Context: an optimization exercise on an open-source flow, tuned for small area, a short achievable clock period and few clock cycles per item. The choices shown serve that exercise and are no tape-out recipe.
Only simulation tests tie the RTL to the original design; equivalence was not proved.

### flow/design.v
module pipe_ex_mdu #(
  parameter int XLEN  = 64,
  parameter int LANES = 2
) (
  input  logic                        clk_i,
  input  logic                        rst_ni,
  input  logic                        flush_i,
  input  logic [LANES-1:0]            req_valid_i,
  input  logic [LANES-1:0][2:0]       req_op_i,
  input  logic [LANES-1:0]            req_word32_i,
  input  logic [LANES-1:0][XLEN-1:0]  req_a_i,
  input  logic [LANES-1:0][XLEN-1:0]  req_b_i,
  output logic                        mdu_stall_o,
  output logic                        done_o,
  output logic [LANES-1:0][XLEN-1:0]  res_o
);
  localparam int TW = 74;   
  typedef enum logic [2:0] {ST_MUL, ST_MULH, ST_PREP, ST_DIV, ST_FIN, ST_ALIGN, ST_FIN1} st_t;
  function automatic logic [63:0] sext32(input logic [31:0] v);
    sext32 = {{32{v[31]}}, v};
  endfunction
  function automatic logic [2:0] booth(input logic [2:0] t);
    booth = {t[2] & ~(t[1] & t[0]),
             (t[2] & ~t[1] & ~t[0]) | (~t[2] & t[1] & t[0]),
             t[1] ^ t[0]};
  endfunction
  function automatic logic [11:0] grp_enc(input logic [63:0] v, input logic [2:0] g);
    logic [64:0] ve;
    logic [8:0]  t;
    ve = {v, 1'b0};
    t  = ve[{g, 3'b000} +: 9];
    grp_enc = {booth(t[8:6]), booth(t[6:4]), booth(t[4:2]), booth(t[2:0])};
  endfunction
  function automatic logic [6:0] bitlen(input logic [63:0] v);
    bitlen = '0;
    for (int i = 0; i < 64; i++) if (v[i]) bitlen = 7'(i + 1);
  endfunction
  logic             busy_q, last_q, lane_q, w_q, isrem_q, neg_q, hic_q, hicn_q;
  logic [2:0]       lastg_q;   
  st_t              st_q;
  logic [5:0]       cnt_q;
  logic [64:0]      x_q;       
  logic [65:0]      r_q;       
  logic [63:0]      q_q;       
  logic [11:0]      dg_q;      
  logic [11:0]      dgn_q;     
  logic [LANES-1:0][XLEN-1:0] res_q;
  logic             done_q;
  assign done_o      = done_q;
  always_comb for (int i = 0; i < LANES; i++) res_o[i] = resw_q[i] ? sext32(res_q[i][31:0]) : res_q[i];
  assign mdu_stall_o = (|req_valid_i) & ~done_o;
  logic       start, fin, ld, ld_lane;
  logic [2:0] ld_op;
  logic       ld_w, ld_sa, ld_sb, ld_mul, ld_div, ld_an, ld_bn;
  logic [63:0] la_raw, lb_raw, ax, bx, mag_a, mag_b;
  function automatic logic [63:0] cneg(input logic [63:0] x, input logic neg);
    logic [63:0] below;
    below[0] = 1'b0;
    for (int i = 1; i < 64; i++) below[i] = below[i-1] | x[i-1];
    cneg = x ^ (below & {64{neg}});
  endfunction
  logic        ld_swp, swp_q;
  logic [11:0] ld_grp, it_grp;
  logic [2:0]  ld_idx, ld_lastg;
  logic [3:0]  ka, kb;
  logic [63:0] it_src;
  logic [2:0]  gt_a, gt_b;
  logic [63:0] m_a, m_b;
  function automatic logic [2:0] top_grp(input logic [63:0] v);
    top_grp = '0;
    for (int g = 0; g < 7; g++) begin
      logic all_sign;
      all_sign = 1'b1;
      for (int j = 8*g+7; j < 63; j++) if (v[j] != v[63]) all_sign = 1'b0;
      if (!all_sign) top_grp = 3'(g + 1);
    end
  endfunction
  logic [6:0]  ld_la, ld_lb;
  logic [6:0]  la_q, lb_q;    
  logic        q0;            
  logic        ld_neg, fin_q;
  logic [LANES-1:0] resw_q;
  logic [65:0] x3_q;      
  logic        ld_bz;
  always_comb begin
    start   = ~busy_q & ~done_q & (|req_valid_i);
    ld      = ~flush_i & (start | (busy_q & fin & ~last_q));
    ld_lane = busy_q ? 1'b1 : ~req_valid_i[0];
    ld_op   = req_op_i[ld_lane];
    la_raw  = req_a_i[ld_lane];
    lb_raw  = req_b_i[ld_lane];
    ld_mul  = (ld_op == 3'b000);
    ld_div  = ld_op[2];
    ld_w    = req_word32_i[ld_lane] & (ld_mul | ld_div);
    ld_sa   = (ld_op == 3'b001) | (ld_op == 3'b010) | (ld_op == 3'b100) | (ld_op == 3'b110);
    ld_sb   = (ld_op == 3'b001) | (ld_op == 3'b100) | (ld_op == 3'b110);
    ax      = ld_w ? (ld_sa ? sext32(la_raw[31:0]) : {32'd0, la_raw[31:0]}) : la_raw;
    bx      = ld_w ? (ld_sb ? sext32(lb_raw[31:0]) : {32'd0, lb_raw[31:0]}) : lb_raw;
    ld_an   = ld_sa & ax[63];
    ld_bn   = ld_sb & bx[63];
    mag_a   = cneg(ax, ld_an);
    mag_b   = cneg(bx, ld_bn);
    ld_bz   = (bx == 64'd0);
    ld_neg  = ld_div & (ld_op[1] ? ld_an : ((ld_an ^ ld_bn) & ~ld_bz));
    begin
      ld_la = bitlen(ld_an ? ~ax : ax) + {6'd0, ld_an};
      ld_lb = bitlen(ld_bn ? ~bx : bx);
      if (ld_bn && ld_lb == 7'd0) ld_lb = 7'd1;
      if (ld_bz) ld_la = ld_w ? 7'd31 : 7'd63;
    end
    m_a    = ld_w ? sext32(la_raw[31:0]) : la_raw;
    m_b    = ld_w ? sext32(lb_raw[31:0]) : lb_raw;
    gt_a   = top_grp(m_a);
    gt_b   = top_grp(m_b);
    ka     = (~ld_sa & la_raw[63]) ? 4'd8 : {1'b0, gt_a} + 4'd1;
    kb     = (~ld_sb & lb_raw[63]) ? 4'd8 : {1'b0, gt_b} + 4'd1;
    ld_swp = ld_mul ? (gt_a < gt_b) : (~ld_div & (ka < kb));
    ld_idx = ld_swp ? gt_a : gt_b;
    ld_lastg = ld_swp ? gt_a : ((~ld_sb & lb_raw[63]) ? 3'd7 : gt_b);
    ld_grp = ld_swp ? grp_enc(m_a, ld_mul ? gt_a : 3'd0) : grp_enc(m_b, ld_mul ? gt_b : 3'd0);
    it_src = swp_q ? req_a_i[lane_q] : req_b_i[lane_q];
    if (w_q) it_src = sext32(it_src[31:0]);
    it_grp = grp_enc(it_src, (st_q == ST_MUL) ? cnt_q[2:0] - 3'd1 : cnt_q[2:0] + 3'd1);
  end
  logic [TW-1:0] base, corr, mt;
  logic [3:0][TW-1:0] pp;
  function automatic logic [2*TW-1:0] csa(input logic [TW-1:0] a, input logic [TW-1:0] b, input logic [TW-1:0] c);
    logic [TW-1:0] s, cy;
    s  = a ^ b ^ c;
    cy = ((a & b) | (a & c) | (b & c));
    csa = {cy[TW-2:0], 1'b0, s};
  endfunction
  always_comb begin
    logic [65:0] xs, mag;
    logic [TW-1:0] s1, c1, s2, c2, s3, c3, s4, c4;
    xs = {x_q[64], x_q};
    for (int j = 0; j < 4; j++) begin
      logic [TW-1:0] lo, hi;
      mag = dg_q[3*j+1] ? {xs[64:0], 1'b0} : (dg_q[3*j] ? xs : '0);
      lo  = ({{(TW-66){mag[65]}}, mag} ^ {TW{dg_q[3*j+2]}}) << (2*j);
      mag = ~dgn_q[3*j+1] ? {xs[64:0], 1'b0} : (~dgn_q[3*j] ? xs : '0);
      hi  = ({{(TW-66){mag[65]}}, mag} ^ {TW{~dgn_q[3*j+2]}}) << (2*j);
      pp[j] = {hi[TW-1:37], lo[36:0]};
    end
    corr = '0;
    for (int j = 0; j < 4; j++) corr[2*j] = dg_q[3*j+2];
    if (hicn_q) corr[TW-1:8] = {x_q[64], x_q};
    if (st_q == ST_FIN) corr[0] = 1'b1;
    base = {{(TW-66){r_q[65]}}, r_q};
    {c1, s1} = csa(base, pp[0], pp[1]);
    {c2, s2} = csa(pp[2], pp[3], corr);
    {c3, s3} = csa(s1, c1, s2);
    {c4, s4} = csa(s3, c3, c2);
    mt = s4 + c4;
  end
  logic [63:0] d_r2, d_q2;
  always_comb begin
    logic [66:0] r4, t1, t2, t3;
    logic [1:0]  qd;
    r4 = {1'b0, r_q[63:0], q_q[63:62]};
    t1 = r4 - {3'b000, x_q[63:0]};
    t2 = r4 - {2'b00, x_q[63:0], 1'b0};
    t3 = r4 - {1'b0, x3_q};
    if (!t3[66])      begin d_r2 = t3[63:0]; qd = 2'd3; end
    else if (!t2[66]) begin d_r2 = t2[63:0]; qd = 2'd2; end
    else if (!t1[66]) begin d_r2 = t1[63:0]; qd = 2'd1; end
    else              begin d_r2 = r4[63:0]; qd = 2'd0; end
    d_q2 = {q_q[61:0], qd};
  end
  logic [63:0] p_r, p_q;
  logic [5:0]  p_c;
  always_comb begin
    logic [63:0] rot, lowm;
    logic [7:0] diff;
    diff = {1'b0, la_q} - {1'b0, lb_q} + 8'd1;
    if (diff[7]) p_c = 6'd0;
    else         p_c = diff[6:1] + {5'd0, diff[0]};
    q0   = (la_q < lb_q);
    rot = q_q;
    if (p_c[0]) rot = {rot[1:0],  rot[63:2]};
    if (p_c[1]) rot = {rot[3:0],  rot[63:4]};
    if (p_c[2]) rot = {rot[7:0],  rot[63:8]};
    if (p_c[3]) rot = {rot[15:0], rot[63:16]};
    if (p_c[4]) rot = {rot[31:0], rot[63:32]};
    for (int i = 0; i < 64; i++) lowm[i] = ({1'b0, p_c, 1'b0} < 8'(64 - i));
    p_r  = rot & lowm;
    p_q  = rot & ~lowm;
  end
  logic        res_we;
  logic [63:0] al_res;
  always_comb begin
    logic signed [65:0] hs;
    hs     = r_q;
    al_res = 64'(hs >>> {3'd7 - lastg_q, 3'b000});
  end
  logic [63:0] res_raw;
  always_comb begin
    fin     = 1'b0;
    res_we  = 1'b0;
    res_raw = mt[63:0];
    case (st_q)
      ST_MUL:   res_raw = mt[63:0];
      ST_MULH:  res_raw = mt[71:8];
      ST_PREP:  res_raw = isrem_q ? q_q : 64'd0;
      ST_DIV:   res_raw = isrem_q ? d_r2 : d_q2;
      ST_ALIGN: res_raw = al_res;
      default:  res_raw = mt[63:0];
    endcase
    fin = fin_q | ((st_q == ST_PREP) & q0 & ~neg_q);
    res_we = busy_q & fin;
  end
  always_ff @(posedge clk_i or negedge rst_ni) begin
    if (!rst_ni) begin
      busy_q <= 1'b0;
      done_q <= 1'b0;
    end else begin
      done_q <= 1'b0;
      if (flush_i) begin
        busy_q <= 1'b0;
      end else if (start) begin
        busy_q <= 1'b1;
      end else if (busy_q & fin & last_q) begin
        busy_q <= 1'b0;
        done_q <= 1'b1;
      end
    end
  end
  always_ff @(posedge clk_i) begin
    if (res_we) begin
      res_q[lane_q]  <= res_raw;
      resw_q[lane_q] <= w_q;
    end
    if (ld) begin
      lane_q  <= ld_lane;
      last_q  <= busy_q | ~(req_valid_i[0] & req_valid_i[1]);
      w_q     <= ld_w;
      isrem_q <= ld_op[1];
      swp_q   <= ld_swp;
      hic_q   <= ~ld_swp & ~ld_sb & lb_raw[63];
      lastg_q <= ld_lastg;
      la_q    <= ld_la;
      lb_q    <= ld_lb;
      neg_q   <= ld_neg;
      st_q    <= ld_div ? ST_PREP : (ld_mul ? ST_MUL : ST_MULH);
      x_q     <= ld_div ? {1'b0, mag_b} : (ld_mul ? {1'b0, ld_swp ? m_b : m_a} :
                 (ld_swp ? {ld_sb & lb_raw[63], lb_raw} : {ld_sa & la_raw[63], la_raw}));
    end else if (st_q == ST_PREP) begin
      st_q    <= q0 ? ST_FIN : ST_DIV;
    end else if (st_q == ST_DIV && cnt_q == 6'd1) begin
      st_q    <= ST_FIN1;
    end else if (st_q == ST_FIN1) begin
      st_q    <= ST_FIN;
    end else if (st_q == ST_MULH && cnt_q[2:0] == lastg_q) begin
      st_q    <= ST_ALIGN;
    end
    if (st_q == ST_PREP) x3_q <= mt[65:0];
  end
  always_ff @(posedge clk_i) begin
    if (ld)                   r_q <= '0;
    else if (st_q == ST_MUL)  r_q <= {2'b00, mt[55:0], 8'd0};
    else if (st_q == ST_MULH) r_q <= mt[TW-1:8];
    else if (st_q == ST_PREP) r_q <= q0 ? {2'b00, ~(isrem_q ? q_q : 64'd0)} : {2'b00, p_r};
    else if (st_q == ST_FIN1) r_q <= {2'b00, ~(isrem_q ? r_q[63:0] : q_q)};
    else                      r_q <= {2'b00, d_r2};
    hicn_q <= ~ld & (st_q == ST_MULH) & (cnt_q[2:0] == 3'd6) & hic_q;
    if (ld)                   fin_q <= ld_mul & (ld_idx == 3'd0);
    else if (st_q == ST_MUL)  fin_q <= (cnt_q[2:0] == 3'd1);
    else if (st_q == ST_MULH) fin_q <= (lastg_q == 3'd7) ? (cnt_q[2:0] == 3'd6) : (cnt_q[2:0] == lastg_q);
    else if (st_q == ST_PREP) fin_q <= q0 | ((p_c == 6'd1) & ~neg_q);
    else if (st_q == ST_DIV)  fin_q <= (cnt_q == 6'd2) & ~neg_q;
    else                      fin_q <= 1'b1;   
    if (ld)                   q_q <= mag_a;
    else if (st_q == ST_PREP) q_q <= p_q;
    else                      q_q <= d_q2;
    if (ld)                   cnt_q <= ld_mul ? {3'd0, ld_idx} : 6'd0;
    else if (st_q == ST_PREP) cnt_q <= p_c;
    else if (st_q == ST_MULH) cnt_q <= cnt_q + 6'd1;
    else                      cnt_q <= cnt_q - 6'd1;
    if (ld)                                     dg_q <= ld_div ? 12'b000_000_001_101 : ld_grp;
    else if (st_q == ST_MUL | st_q == ST_MULH)  dg_q <= it_grp;
    else                                        dg_q <= '0;
    if (ld)                                     dgn_q <= ~(ld_div ? 12'b000_000_001_101 : ld_grp);
    else if (st_q == ST_MUL | st_q == ST_MULH)  dgn_q <= ~it_grp;
    else                                        dgn_q <= '1;
  end
endmodule
### flow/run.sh
#!/bin/bash
# synth_recipe.tcl (not shown) runs the flow's synth.tcl, then flattens the netlist and writes it again
# the make line also repeats each setting of config.mk as NAME=value (left out here)
make -C /OpenROAD-flow-scripts/flow DESIGN_CONFIG=/design/flow/config.mk WORK_HOME=/design/flow/orfs CLKGATE_MAP_FILE= SYNTH_SCRIPT=/design/flow/synth_recipe.tcl finish
### flow/config.mk
export PLATFORM = sky130hd
export DESIGN_NAME = pipe_ex_mdu
export DESIGN_NICKNAME = pipe_ex_mdu
export VERILOG_FILES = /design/flow/design.v
export SDC_FILE = /design/flow/constraint.sdc
export NUM_CORES = 4
export LEC_CHECK = 0
export CAP_MARGIN = 30
export CORE_MARGIN = 2
export CORE_UTILIZATION = 40
export SETUP_SLACK_MARGIN = 4
export SLEW_MARGIN = 30
export TNS_END_PERCENT = 5
### flow/constraint.sdc
create_clock -name core_clock -period 10.0 [get_ports {clk_i}]
set_input_delay 2.0000 -clock core_clock [delete_from_list [all_inputs] [get_ports {clk_i}]]
set_output_delay 2.0000 -clock core_clock [all_outputs]
set_load 0.01 [all_outputs]
==> run summary, run 1 <==
Top FF cell, synth edfxtp_1; Worst R2R Setup Slack approximately 3400 ps; class of the most critical setup path register to register; Post-Synth Adder-Cell Area 13.1%; initial antenna violation count 42; CTS tree built; Die Ht 429 um; syn nets 10172; sequential share of the synthesized area between 10% and 20%; Routed wire per std cell roughly 42 um; main combinational cell family by area after synthesis compound AO/OA/AOI/OAI gates; Final Wtd Congestion approximately 1.1; minimum clock period between 6000 and 7000 ps; cell repeated most along the worst path mux2i_1; CP max-delay cell a221oi_1; Avg Inst Size Synth 7.78 um^2; Post-synth EDFFs between 200 and 300; GR Util All Layers between 50% and 60%; Slew headroom between 10% and 20%; Starting Density ~40%; TNS Setup 0 ps; ys async rst share less than 1%; max incr delay on CP approximately 750 ps; DPL Wire Length 388 mm; drt drc 0; first-pass GRT wire length about 690 mm; # fillers approximately 18000; Hold Path End busy_q$_DFFE_PN0P_; vias between 80000 and 90000; Fin. Hold Viols 0; Bufs on Longest Clock Path 3; # setup viols final 0; Synth Area in Compound Gates 28.1%; outcome no timing/DRC/antenna violations; flops & latches, synth 452; Iteration-0 DRC Markers around 15000; Num CTS Buffers 57; fin area 0.0882 mm^2; IO Port Bufs 398; row count ~160; Top delay family on crit path multiplexers; I/O Pins ~400; CTS H-tree depth 2; Worst R2R Start la_q[3]$_SDFFCE_PP1P_; storage element area about 0.012 mm^2; Die X 429 um; Pins Over Slew Limit 0; Worst Clk Skew between 90 and 100 ps; vias in the first global route about 83000; grt ovf 0; Synth Warn # 1; max-cap viol count 0; Reg clk slew, reported paths 70 ps; Buf/Inv on CP 2; fmax around 150 MHz; Crit Reg-Reg Endpoint r_q[27]$_SDFF_PP0_; pre-CTS setup slack approximately 1100 ps; Skew-Pair Late Insertion Delay approximately 770 ps; distinct cell type count after synthesis around 140; Worst Tran Pin Value about 1200 ps; min-delay src last_q$_DFFE_PP_; clock sink count 452; mux cell area share after synthesis between 10% and 20%; Final period util 66.3%; share of post-route cells with drive strength above 1 ~16%; Worst Path Max Fanout 34; Final WS setup 3370 ps; Reg2Reg Depth 16; multi-input logic area ~0.058 mm^2; worst path cell trace ha_1 > inv_1 > fa_1 > o21bai_1 > a2111oi_0 > nor3_2 > buf_4 > mux2i_1 > mux2i_1 > nand2_1 > nand2_1 > mux2i_1 > mux2i_1 > a221oi_1 > a221o_1 > a31oi_1; XOR/XNOR Fraction of Synth Area roughly 7.4%; Synth Instances roughly 9300; WP data arrival between 7000 and 8000 ps; Simple-Gate Fraction of Synth Area about 16%; WP data required ~10000 ps; antenna-violating nets left 0; mapped cell area about 0.072 mm^2; critical path capture point type register; vias per cell around 7; DR pass1 iterations 11; pin count of the biggest net entering global routing 94; hold depth 1; startpoint types register; Die ar. approximately 0.18 mm^2; drt total wl approximately 520 mm; CTS Root Buffer Type clkbuf_16; Final nets 10633; Layout area overhead 21.8%; DP Area ~0.08 mm^2; Core Region 0.180 mm^2; Hold Crit Class register to register; RSZ-0062 raised after global routing true
per-stage QoR:
step | instances | util, % | hold slack, ps
global route | 12195 | 48.9 | 521
finish | 12228 | 48.9 | 502
global placement | 11749 | 44.1 | 477
floorplan | 9308 | - | 443
CTS | 12114 | 48.0 | 502
detailed placement | 11749 | 44.2 | 493
cells by family after synthesis:
kind of cell | after synthesis
buf+inv | 1296
fa+ha+maj | 595
xor+xnor | 609
simple gates | 2566
compound gates | 3107
mux | 683
flops | 452
synth_stat cells (25+ instances only):
cell | instances | area share [%]
a221o_1 | 26 | 0.36
fa_1 | 275 | 7.6
ha_1 | 320 | 5.5
edfxtp_1 | 288 | 12
mux2_2 | 60 | 0.93
o21bai_1 | 43 | 0.45
nor4_1 | 39 | 0.34
nand2_1 | 1097 | 5.7
buf_1 | 83 | 0.43
a31oi_1 | 119 | 1.0
and2_1 | 110 | 0.95
o22ai_1 | 62 | 0.54
nand4_1 | 48 | 0.41
dfxtp_1 | 162 | 4.5
and3_1 | 69 | 0.60
o221ai_1 | 106 | 1.3
nand3_1 | 188 | 1.3
buf_4 | 72 | 0.75
nor3_1 | 178 | 1.2
buf_2 | 50 | 0.35
inv_1 | 590 | 3.1
or3_1 | 59 | 0.51
o211ai_1 | 116 | 1.2
a211oi_1 | 125 | 1.3
mux2i_1 | 505 | 7.0
nand2b_1 | 51 | 0.44
o2111ai_1 | 30 | 0.36
a21o_1 | 174 | 1.8
a211o_1 | 39 | 0.47
mux4_2 | 93 | 2.9
o31ai_1 | 45 | 0.47
buf_6 | 25 | 0.39
a21oi_1 | 824 | 5.7
o21ai_1 | 31 | 0.21
clkbuf_1 | 463 | 2.4
o21ai_0 | 726 | 5.0
xnor2_1 | 399 | 4.8
nor2b_1 | 50 | 0.43
a221oi_1 | 144 | 1.7
xor2_1 | 209 | 2.5
o21a_1 | 77 | 0.80
a22oi_1 | 132 | 1.4
nor2_1 | 569 | 2.9
routing by layer:
metal	wire [um]	vias up	global-route usage [%]
met5	205	-	0.677
li1	-	35036	-
met4	70200	18	55.8
met1	166000	42079	56.1
met3	69100	2847	22.7
met2	211000	7608	78.1
layout by cell type (no fill, tap or decap), types with 203 or more instances in the layout:
| cell | instances |
|---|---|
| buf_4 | 558 |
| nand2_1 | 1079 |
| clkdlybuf4s50_1 | 357 |
| xor2_1 | 203 |
| a21oi_1 | 780 |
| inv_1 | 561 |
| o21ai_0 | 694 |
| edfxtp_1 | 288 |
| nor2_1 | 546 |
| mux2i_1 | 449 |
| fa_1 | 273 |
| ha_1 | 294 |
| xnor2_1 | 379 |
worst register-to-register path, stage by stage (launching register included):
cell       delay (ps)
edfxtp_1          730
ha_1              280
inv_1              60
fa_1              500
o21bai_1          290
a2111oi_0         220
nor3_2            570
buf_4             660
mux2i_1           710
mux2i_1           200
nand2_1           110
nand2_1            90
mux2i_1           590
mux2i_1           320
a221oi_1          750
a221o_1           260
a31oi_1            80
how the worst max path moves through the flow:
stage	endpoint	slack [ps]	startpoint	cells after the start
final	r_q[27]$_SDFF_PP0_	3370	la_q[3]$_SDFFCE_PP1P_	16
after global routing	register	3570	dg_q[4]$_DFF_P_	24
after CTS	register	3760	dg_q[7]$_DFF_P_	25
after detailed placement	lastg_q[0]$_DFFE_PP_	1070	req_valid_i[0]	24
after global placement	lastg_q[0]$_DFFE_PP_	1080	req_valid_i[0]	24
after floorplan	lb_q[0]$_SDFFCE_PP1P_	3570	req_valid_i[0]	25
repair_timing:
action,4_1_cts,5_1_grt
resized for setup,500,150
cloned,32,4
setup buffers,228,62
hold buffers,0,0
pin swaps,117,93
setup endpoints to repair,404,363
layout make-up:
class / count / area share [%]
clock inverters: 39 / 0.509
repair inverters: 3 / 0.0553
inverters: 600 / 2.75
diodes: 43 / 0.122
flip-flops and latches: 452 / 13.6
clock buffers: 66 / 1.68
repair buffers: 1092 / 12.2
well taps: 2370 / 3.36
multi-input cells: 7563 / 65.7
Testbench counts, summed over its fixed seeds: cycles 66,581, ops 10,683.
==> inputs of run 2 (changes only) <==
--- a/flow/config.mk
+++ b/flow/config.mk
@@ -9,5 +9,5 @@
 export CORE_MARGIN = 2
 export CORE_UTILIZATION = 40
-export SETUP_SLACK_MARGIN = 4
+export SETUP_SLACK_MARGIN = 5
 export SLEW_MARGIN = 30
 export TNS_END_PERCENT = 5
==> run 2 against run 1 <==
Wire length rose by 1.9%. Area after synthesis did not move. First-iteration DRC count rose by 4.1%. Via count rose by 1.7%. Clock-buffer cell count rose by 4. Register-to-register slack improved by 190 ps. Design area rose by 2.9%. Critical path depth rose by 2.
==> run summary, run 2 <==
drt total wl 525 mm (+1.9%); pre-CTS setup slack 1380 ps (+309 ps); RSZ-0062 raised after global routing true; max-cap viol count 0 (unchanged); Starting Density 40.2% (unchanged); outcome no timing/DRC/antenna violations; row count 156 (unchanged); Pins Over Slew Limit 0 (unchanged); Die Ht 429 um (unchanged); clock sink count 452 (unchanged); Final Wtd Congestion 1.16 (+3.3%); most frequent cells in the layout 1057 x nand2_1, 759 x a21oi_1, 683 x o21ai_0, 646 x buf_4, 560 x inv_1; flops & latches, synth 452 (unchanged); met3 Use GR 25.0% (+2.4 points); Die ar. 0.184 mm^2 (unchanged); CTS H-tree depth 2 (unchanged); Fin. Hold Viols 0 (unchanged); startpoint types register; CTS Root Buffer Type clkbuf_16; CP max-delay cell edfxtp_1; share of post-route cells with drive strength above 1 17.9% (+2.4 points); Worst Tran Pin Value 1190 ps (-40.6 ps); Hold Crit Class register to register; Bufs on Longest Clock Path 3 (unchanged); M1 GR Usage 55.7% (-0.45 points); hold-fix buffers at CTS 0 (unchanged); DPL Wire Length 393 mm (+1.3%); antenna-violating nets left 0 (unchanged); first-pass GRT wire length 703 mm (+1.6%); Synth area leader edfxtp_1; vias per cell 7.19 (+0.44%); mapped cell area 0.0724 mm^2 (unchanged); top-count cell post-synth nand2_1; # setup viols final 0 (unchanged); vias in the first global route 83558 (+1.0%); Routed wire per std cell 42.4 um (+0.65%); I/O Pins 399 (unchanged); WP data arrival 6820 ps (-310 ps); Top FF cell, synth edfxtp_1; Final period util 64.4% (-1.9 points); grt ovf 0 (unchanged); max incr delay on CP 820 ps (+70 ps); GR Util All Layers 54.6% (+1.0 points); pin count of the biggest net entering global routing 128 (+36%); Final nets 10765 (+1.2%); Reg clk slew, reported paths 70 ps (about the same); TNS Setup 0 ps (unchanged); most common cell after layout, fill and taps aside nand2_1; class of the most critical setup path register to register; Worst Path Max Fanout 44 (+29%); minimum clock period 6440 ps (-192 ps); Core Region 0.180 mm^2 (unchanged); Worst Clk Skew 64.8 ps (-26.4 ps); worst path cell trace inv_1 > ha_1 > nand3_1 > o211ai_1 > a2111oi_0 > or3_1 > a21o_1 > a311oi_4 > nand4b_1 > buf_4 > buf_4 > nand2_4 > buf_12 > nor2_1 > a21oi_1 > a211oi_4 > o2bb2ai_1 > a221o_1; Skew-Pair Late Insertion Delay 730 ps (-40 ps); Post-synth top cells 1097 x nand2_1, 824 x a21oi_1, 726 x o21ai_0, 590 x inv_1, 569 x nor2_1; Slew headroom 18.7% (+2.1 points); Post-synth EDFFs 288 (unchanged); distinct cell type count after synthesis 139 (unchanged); layer with the highest usage met2; met2 Use GR 78.9% (+0.76 points); Avg Inst Size Synth 7.78 um^2 (unchanged); vias 89043 (+1.7%); top cell type's share of synthesized area 11.9% (unchanged); IO Port Bufs 398 (unchanged); Final WS setup 3560 ps (+192 ps); drt drc 0 (unchanged); cell repeated most along the worst path buf_4; Iteration-0 DRC Markers 15893 (+4.1%); critical path capture point type register; Synth Warn # 1 (unchanged); fmax 155 MHz (+3.0%); Num CTS Buffers 56 (-1.8%); sequential share of the synthesized area 16.5% (unchanged); Synth area leaders edfxtp_1 12%, fa_1 7.6%, mux2i_1 7.0%; DR pass1 iterations 11 (unchanged); Buf/Inv on CP 4 (+2); ys async rst share 0.442% (unchanged); initial antenna violation count 60 (+43%); CTS tree built; syn nets 10172 (unchanged); Die X 429 um (unchanged); Synth Instances 9308 (unchanged); WP data required 10380 ps (-110 ps); Top delay family on crit path compound AO/OA/AOI/OAI gates; Layout area overhead 25.3%
-- run 2: cell types whose count changed in the layout (fill, tap and decap cells not counted), sizes merged --
cell,delta
clkinv,-7
clkdlybuf4s50,-7
nor2,-1
o211ai,-1
dlygate4sd2,+2
clkinvlp,-2
diode,+15
buf,+125
dlymetal6s2s,+9
clkdlybuf4s15,-2
bufbuf,-4
inv,+7
clkbuf,+14
bufinv,+1
-- run 2: worst reg2reg max path, delay by kind of cell (launching register included) --
| kind | cells | cell delay (ps) |
|---|---|---|
| buffers and inverters | 4 | 1000 |
| AOI/OAI and AO/OA | 8 | 2610 |
| and+or+nand+nor | 5 | 1230 |
| adders and majority gates | 1 | 460 |
| DFF | 1 | 820 |
-- run 2: layout make-up --
cell class | instances | area [um^2]
fill | 17380 | 89600
multi-input combinational | 7561 | 58700
timing repair buffer | 1225 | 12400
sequential | 452 | 12000
tap | 2370 | 2970
inverter | 600 | 2400
clock buffer | 70 | 1480
clock inverter | 36 | 482
antenna | 58 | 145
timing repair inverter | 5 | 80.1
-- run 2: path summary, 6_finish.rpt --
path / slack [ps] / cells after the start / endpoint / start
hold reg to reg: 480 / 1 / busy_q$_DFFE_PN0P_ / last_q$_DFFE_PP_
hold / removal: 480 / 1 / busy_q$_DFFE_PN0P_ / last_q$_DFFE_PP_
max in group asynchronous: 8440 / 1 / done_q$_DFF_PN0_ / rst_ni
min in group asynchronous: 1430 / 1 / busy_q$_DFFE_PN0P_ / rst_ni
setup reg to reg: 3560 / 18 / register / x_q[21]$_DFFE_PP_
setup / recovery: 3560 / 18 / register / x_q[21]$_DFFE_PP_
-- run 2: kinds of logic (layout without fill, tap and decap cells) --
logic type | Yosys count | count (layout) | synth area share, %
AOI/OAI and AO/OA | 3107 | 3108 | 28.1
xor gates and xnor gates | 609 | 609 | 7.38
adders and majority gates | 595 | 595 | 13.1
buffers and inverters | 1296 | 1936 | 7.49
DFF | 452 | 452 | 16.5
muxes | 683 | 683 | 11.3
other | 0 | 58 | 0
and+or+nand+nor | 2566 | 2566 | 16.1
-- run 2: timing repair --
action | CTS | global route
hold endpoints to repair | 0 | 0
resized for setup | 630 | 255
pin swaps | 183 | 148
setup buffers | 260 | 132
gates cloned | 41 | 9
endpoints found under the setup margin | 633 | 614
-- run 2: layer usage --
metal	part of all wire (%)	wire length (um)
met1	31	163000
met3	14	74100
met2	41	213000
met5	0.072	378
met4	14	74100
-- run 2: per-stage QoR --
stage / hold WS (ps) / instances / cell area, um^2 / utilization, %
floorplan: 443 / 9308 / 72700 / -
global placement: 458 / 11764 / 79700 / 44.2
detailed placement: 462 / 11766 / 79800 / 44.3
CTS: 483 / 12173 / 88000 / 48.8
global route: 521 / 12338 / 90600 / 50.3
finish: 482 / 12377 / 90700 / 50.3
==> inputs of run 3 (changes only) <==
--- a/flow/design.v
+++ b/flow/design.v
@@ -67,4 +67,7 @@
   logic [2:0]  gt_a, gt_b;
   logic [63:0] m_a, m_b;
+  logic [LANES-1:0][63:0] lm_a, lm_b;
+  logic [LANES-1:0][2:0]  l_ga, l_gb, l_lastg;
+  logic [LANES-1:0]       l_swp;
   function automatic logic [2:0] top_grp(input logic [63:0] v);
     top_grp = '0;
@@ -109,13 +112,29 @@
       if (ld_bz) ld_la = ld_w ? 7'd31 : 7'd63;
     end
-    m_a    = ld_w ? sext32(la_raw[31:0]) : la_raw;
-    m_b    = ld_w ? sext32(lb_raw[31:0]) : lb_raw;
-    gt_a   = top_grp(m_a);
-    gt_b   = top_grp(m_b);
-    ka     = (~ld_sa & la_raw[63]) ? 4'd8 : {1'b0, gt_a} + 4'd1;
-    kb     = (~ld_sb & lb_raw[63]) ? 4'd8 : {1'b0, gt_b} + 4'd1;
-    ld_swp = ld_mul ? (gt_a < gt_b) : (~ld_div & (ka < kb));
+    for (int l = 0; l < LANES; l++) begin
+      logic [2:0] lop;
+      logic       lmu, ldv, lw, lsa, lsb;
+      lop = req_op_i[l];
+      lmu = (lop == 3'b000);
+      ldv = lop[2];
+      lw  = req_word32_i[l] & (lmu | ldv);
+      lsa = (lop == 3'b001) | (lop == 3'b010) | (lop == 3'b100) | (lop == 3'b110);
+      lsb = (lop == 3'b001) | (lop == 3'b100) | (lop == 3'b110);
+      lm_a[l] = lw ? sext32(req_a_i[l][31:0]) : req_a_i[l];
+      lm_b[l] = lw ? sext32(req_b_i[l][31:0]) : req_b_i[l];
+      l_ga[l] = top_grp(lm_a[l]);
+      l_gb[l] = top_grp(lm_b[l]);
+      ka = (~lsa & req_a_i[l][63]) ? 4'd8 : {1'b0, l_ga[l]} + 4'd1;
+      kb = (~lsb & req_b_i[l][63]) ? 4'd8 : {1'b0, l_gb[l]} + 4'd1;
+      l_swp[l]   = lmu ? (l_ga[l] < l_gb[l]) : (~ldv & (ka < kb));
+      l_lastg[l] = l_swp[l] ? l_ga[l] : ((~lsb & req_b_i[l][63]) ? 3'd7 : l_gb[l]);
+    end
+    m_a    = lm_a[ld_lane];
+    m_b    = lm_b[ld_lane];
+    gt_a   = l_ga[ld_lane];
+    gt_b   = l_gb[ld_lane];
+    ld_swp = l_swp[ld_lane];
     ld_idx = ld_swp ? gt_a : gt_b;
-    ld_lastg = ld_swp ? gt_a : ((~ld_sb & lb_raw[63]) ? 3'd7 : gt_b);
+    ld_lastg = l_lastg[ld_lane];
     ld_grp = ld_swp ? grp_enc(m_a, ld_mul ? gt_a : 3'd0) : grp_enc(m_b, ld_mul ? gt_b : 3'd0);
     it_src = swp_q ? req_a_i[lane_q] : req_b_i[lane_q];
==> run 3 against run 2 <==
Non-clock buffer count down 185. Maximum frequency decreased by 0.41%. Area after synthesis increased by 2.1%. Largest cell class unchanged.
==> run summary, run 3 <==
outcome no timing/DRC/antenna violations; top-count cell post-synth nand2_1; Final nets 10912 (+1.4%); most frequent cells in the layout 966 x nand2_1, 812 x a21oi_1, 733 x o21ai_0, 675 x nor2_1, 582 x inv_1; Post-synth EDFFs 288 (unchanged); sequential share of the synthesized area 16.2% (-0.34 points); drt total wl 476 mm (-9.4%); grt ovf 0 (unchanged); DPL Wire Length 362 mm (-7.9%); dpl cells 12091 (+2.8%); Synth area leader edfxtp_1; Final period util 64.7% (+0.26 points); min-delay src last_q$_DFFE_PP_; drt drc 0 (unchanged); Synth Instances 9643 (+3.6%); clock sink count 452 (unchanged); distinct cell type count after synthesis 115 (-17%); top cell type's share of synthesized area 11.7% (-0.24 points); CTS H-tree depth 2 (unchanged); Synth area leaders edfxtp_1 12%, mux2i_1 7.5%, fa_1 7.4%; Hold Crit Class register to register; CP Launch Point x_q[9]$_DFFE_PP_; Starting Density 40.3% (+0.18 points); Routed wire per std cell 37.8 um (-11%); Num CTS Buffers 58 (+3.6%); minimum clock period 6470 ps (+26.2 ps); Die ar. 0.188 mm^2 (+2.1%); # setup viols final 0 (unchanged); Reg clk slew, reported paths 70 ps (about the same); Pins Over Slew Limit 0 (unchanged); Final Wtd Congestion 1.10 (-5.2%); first-pass GRT wire length 643 mm (-8.5%); Fin. Hold Viols 0 (unchanged); hold-fix buffers at CTS 0 (unchanged); Reg2Reg Depth 17 (-1); Die X 434 um (+1.0%); Skew-Pair Late Insertion Delay 730 ps (about the same); class of the most critical setup path register to register; RSZ-0062 raised after global routing true; most common cell after layout, fill and taps aside nand2_1; vias per cell 6.91 (-3.9%); WP data required 10430 ps (+50 ps); mapped cell area 0.0739 mm^2 (+2.1%); Bufs on Longest Clock Path 3 (unchanged); vias in the first global route 80664 (-3.5%); Iteration-0 DRC Markers 13507 (-15%); Die Ht 434 um (+1.0%); Worst R2R Start x_q[9]$_DFFE_PP_; TNS Setup 0 ps (unchanged); CTS tree built; WL met3 58.4 mm (-21%); ys async rst share 0.442% (unchanged); Worst R2R Setup Slack 3530 ps (-30 ps); Synth Warn # 1 (unchanged); row count 157 (+0.64%); final non-filler cell total 12588 (+1.7%); utilization after layout 49.1% (-1.3 points); max-cap viol count 0 (unchanged); CTS Root Buffer Type clkbuf_16; Layout area overhead 21.6%; Slew headroom 22.0% (+3.3 points); WP data arrival 6890 ps (+70 ps); initial antenna violation count 46 (-23%); share of post-route cells with drive strength above 1 16.3% (-1.6 points); syn nets 10514 (+3.4%); Core Region 0.183 mm^2 (+1.6%); antenna-violating nets left 0 (unchanged); Top FF cell, synth edfxtp_1; vias 87015 (-2.3%); final hold slack 474 ps (-8.48 ps); Post-synth top cells 991 x nand2_1, 860 x a21oi_1, 795 x o21ai_0, 734 x nor2_1, 608 x inv_1; DR top layer met5; M1 WL 170 mm (+3.8%); startpoint types register; pin count of the biggest net entering global routing 111 (-13%); flops & latches, synth 452 (unchanged); Worst Tran Pin Value 1160 ps (-25.7 ps); Avg Inst Size Synth 7.67 um^2 (-1.5%); IO Port Bufs 398 (unchanged); Worst Clk Skew 48.3 ps (-16.5 ps); fmax 155 MHz (-0.41%); I/O Pins 399 (unchanged); DR pass1 iterations 10 (-1); Worst Path Max Fanout 29 (-34%); metal2 WL 195 mm (-8.3%); critical path capture point type register; GR Util All Layers 48.4% (-6.1 points)
-- run 3: cell types whose count changed in the layout (fill, tap and decap cells not counted), sizes merged, moves of 39 or more --
cell / before / now
nor2: 574 / 735
buf: 805 / 664
clkdlybuf4s50: 350 / 224
nand2: 1100 / 992
dlygate4sd2: 28 / 106
a21o: 174 / 135
o22ai: 64 / 116
o21ai: 760 / 823
nand4: 48 / 91
nand3b: 10 / 55
-- run 3: repair_timing --
| action | 4_1_cts | 5_1_grt |
|---|---|---|
| endpoints found under the setup margin | 425 | 426 |
| pin swaps | 119 | 129 |
| gates resized for setup | 903 | 283 |
| cloned | 26 | 9 |
| setup buffers | 215 | 103 |
-- run 3: layer usage --
metal / global-route usage, % / vias to the layer above
met2: 71.0 / 6762
met3: 15.2 / 1941
li1: - / 36137
met5: 0.833 / -
met4: 41.2 / 32
met1: 57.4 / 42143
-- run 3: critical path, stage by stage, from the launching register on --
cell and delay, ps:
edfxtp_1 550, inv_1 260, ha_1 470, nand3_1 220, a2111oi_1 490, o211ai_1 320
a31oi_2 420, o32a_2 460, o2111ai_1 310, a21oi_1 240, buf_4 370, nor2_4 180
buf_12 210, nor2_2 170, buf_4 280, nor2_1 170, a221o_1 390, a21oi_1 550
-- run 3: cell type report --
class                      instances  area [um^2]
antenna                           34         85.1
clock buffer                      70         1560
clock inverter                    39          388
fill                           17930        93400
inverter                         617         2440
multi-input combinational       7866        60300
sequential                       452        12000
tap                             2464         3080
timing repair buffer            1040        10000
timing repair inverter             6         88.8
-- run 3: worst min path at each step --
stage / cells after the start / slack [ps] / end
2_1_floorplan: 1 / 430 / busy_q$_DFFE_PN0P_
3_3_place_gp: 1 / 450 / busy_q$_DFFE_PN0P_
3_5_place_dp: 1 / 460 / busy_q$_DFFE_PN0P_
4_1_cts: 1 / 470 / busy_q$_DFFE_PN0P_
5_1_grt: 1 / 510 / busy_q$_DFFE_PN0P_
6_report: 1 / 470 / busy_q$_DFFE_PN0P_
-- run 3: metrics by stage --
stage	worst slack, ps	area (um^2)
detailed placement	1370	80900
floorplan	3590	74200
global route	3570	89800
global placement	608	80700
finish	3530	89900
CTS	3620	87600
-- run 3: kinds of logic (layout without fill, tap and decap cells) --
group | after synthesis | after routing | synth area share (%)
buf+inv | 1331 | 1772 | 7.39
xor+xnor | 618 | 618 | 7.34
simple gates | 2741 | 2744 | 17.1
fa+ha+maj | 602 | 602 | 13.0
mux | 720 | 722 | 11.5
other cells | 0 | 34 | 0
compound gates | 3179 | 3180 | 27.5
flops | 452 | 452 | 16.2
Testbench counts of run 3, summed over its fixed seeds: cycles 66,581, ops 10,683.

## re-timing with driven ports
The results above use ideal ports. As a check the final layouts listed here were re-extracted and re-timed, cells and wires unchanged.
Step 1, drivers: a clkbuf_16 drives clk_i and a buf_2 each remaining input, both assumed.
Step 2 moves the port delays by t, midway between the first and last clock arrival at a register: inputs arrive t later, outputs are due t later. That takes back most of the time a late clock gives input paths.
Three values: ideal ports, drivers, drivers and shift; two values: the first two.
run	t, ns	setup WS [ns]	hold WS [ns]	worst register clock-pin slew, ns	pins driven straight from the clock port
run 1	0.810	3.368 / 3.368 / 2.820	0.502 / 0.502 / 0.502	0.08 / 0.08	1
run 2	0.783	3.560 / 3.560 / 2.926	0.482 / 0.482 / 0.482	0.08 / 0.08	1
run 3	0.799	3.534 / 3.534 / 2.996	0.474 / 0.474 / 0.474	0.08 / 0.08	1
After both steps setup and hold are still met in every run listed. For run 2, which loses most, drivers alone change the setup slack by 0.000 ns; drivers and shift together by -0.634 ns.
